Source: an optimization exercise on an open RTL-to-GDS flow (aim: small area, a short achievable clock period and few clock cycles per item). Production flows keep margins and buffers that such runs may drop.

== run a ==
Design lidar_flat_point_selector, start of the top module:
module lidar_flat_point_selector #(
	parameter int COORD_WIDTH = 24
) (
	input  logic                          clk,
	input  logic                          arst_n,
	input  logic                          cfg_we,
	input  logic                          cfg_index,
	input  logic [53:0]                   cfg_data,
	input  logic                          points_valid,
	output logic                          points_ready,
	input  logic signed [COORD_WIDTH-1:0] points_point_x,
	input  logic signed [COORD_WIDTH-1:0] points_point_y,
	input  logic signed [COORD_WIDTH-1:0] points_point_z,
	input  logic [15:0]                   points_intensity,
	input  logic                          points_point_valid,
	input  logic                          points_frame_start,
	output logic                          features_valid,
	input  logic                          features_ready,
	output logic signed [COORD_WIDTH-1:0] features_feature_x,
	output logic signed [COORD_WIDTH-1:0] features_feature_y,
	output logic signed [COORD_WIDTH-1:0] features_feature_z,
	output logic [15:0]                   features_feature_intensity,
	output logic [53:0]                   features_curvature
);
Size: ~820 flip-flops, roughly 54000 um^2 of cells after synthesis.
export LEC_CHECK = 0
export CAP_MARGIN = 20
export CORE_MARGIN = 2
export CORE_UTILIZATION = 40
export SLEW_MARGIN = 20
create_clock -name core_clock -period 9.5 [get_ports {clk}]
standard.sh (not shown) runs the stock make flow with config.mk's settings and CLKGATE_MAP_FILE= SYNTH_SCRIPT=/design/flow/synth_recipe.tcl, a recipe that flattens the netlist after the stock synthesis.
==> flow/flow/run.sh <==
#!/bin/bash
# Standard layout; timing repair aimed 6.0 ns below the clock period, and
# the port buffers are buf_1 cells (repair resizes those on critical paths).
set -euo pipefail
bash standard.sh SETUP_SLACK_MARGIN=6.0 "BUFFER_PORTS_ARGS=-buffer_cell sky130_fd_sc_hd__buf_1" finish > standard_flow.log 2>&1
For run b, these inputs were changed with respect to run a:
diff --git a/flow/design.v b/flow/design.v
--- a/flow/design.v
+++ b/flow/design.v
@@ -19,21 +19,21 @@
 	output logic signed [COORD_WIDTH-1:0] features_feature_x,
 	output logic signed [COORD_WIDTH-1:0] features_feature_y,
 	output logic signed [COORD_WIDTH-1:0] features_feature_z,
 	output logic [15:0]                   features_feature_intensity,
 	output logic [53:0]                   features_curvature
 );
 	localparam int CW  = COORD_WIDTH;
 	localparam int DW  = CW + 3;       
 	localparam int MW  = DW - 1;       
 	localparam int PW  = 3 * CW + 16;  
-	localparam int AW  = 31;           
+	localparam int AW  = 32;           
 	localparam int QW  = AW - 2;       
 	localparam logic [53:0] THRESH_RESET = 54'd1049;
 	localparam logic [7:0]  STRIDE_RESET = 8'd1;
 	logic [53:0] thresh_q;
 	logic [7:0]  stride_q;
 	always_ff @(posedge clk or negedge arst_n) begin
 		if (!arst_n) begin
 			thresh_q <= THRESH_RESET;
 			stride_q <= STRIDE_RESET;
 		end else if (cfg_we) begin
@@ -157,22 +157,22 @@
 	genvar ga;
 	generate
 		for (ga = 0; ga < 3; ga = ga + 1) begin : g_w
 			logic [DW-1:0] o1, o2, o3;
 			logic [DW-1:0] s1a, c1a;
 			logic [DW-1:0] a_next;
 			assign o1 = {{3{w_q[ga][1][CW-1]}}, w_q[ga][1]};
 			assign o2 = {{3{w_q[ga][2][CW-1]}}, w_q[ga][2]};
 			assign o3 = ~{w_q[ga][3][CW-1], w_q[ga][3], 2'b00};
 			assign s1a = o1 ^ o2 ^ o3;
-			assign c1a = {((o1 & o2) | (o1 & o3) | (o2 & o3)), 1'b1};   
-			assign a_next = s1a + c1a;
+			assign c1a = {((o1 & o2) | (o1 & o3) | (o2 & o3)), 1'b0};
+			assign a_next = s1a + c1a + 27'd1;
 			always_ff @(posedge clk) begin
 				if (w_shift) begin
 					a_q[ga]    <= a_next;
 					w_q[ga][1] <= w_q[ga][2];
 					w_q[ga][2] <= w_q[ga][3];
 					w_q[ga][3] <= w_q[ga][4];
 				end
 				if (proc)
 					w_q[ga][4] <= src_pt[ga*CW +: CW];
 			end
## What came out
Looking at reg2reg setup slack, run b sits above run a.
Delta(die width, run b - run a) > 0
Run b vs. run a: multi-input combinational area share climbed 0.61 points.
Looking at run b and run a, the effective utilization at floorplan is a wash.
Comparing run b and run a, the lower worst setup slack was measured on run a.
The number of cells produced by synthesis of run b exceeds that of run a by 2.2%.
The final reports for run b and run a show growth of design area from synthesis to finish lower in the former.
Cmp run b and run a / overall via count from detail_route / lower: run a
Number of buffer and inverter instances along the worst setup path on run b is up relative to run a.
Number of diodes added for antenna fixing came out higher on run b than on run a.
| total of plain and repair buffers excluding clock buffers | lower: run b |
Function was not checked in any run of this note: the RTL went through the layout flow alone.

## afterwards: timing with drivers on the ports
In the flow no input, the clock included, has a driving cell. The finished layouts below were timed again as built, in two steps. Step 1, drivers: a clkbuf_16 drives clk and a buf_2 each remaining input, both assumed. Step 2 adds t to the input delays and takes it off the output delays; t is the mean of the earliest and latest rising clock arrival at the registers after step 1. Input paths then give back, and output paths get back, about the clock's delay inside the block. a / b / c = no drivers / after step 1 / after step 2; a / b = the first two.
run	t, ns	setup slack, ns	worst setup path after step 2	slew at the worst register clock pin (ns)	cell pins on the clock port's net
run a	0.784	5.755 / 5.755 / 5.323	input to register	0.06 / 0.06	1
run b	0.788	5.838 / 5.838 / 5.229	input to register	0.06 / 0.06	1
After both steps setup and hold are still met in every run listed. For run b, which loses most, drivers alone change the setup slack by 0.000 ns; drivers and shift together by -0.609 ns.
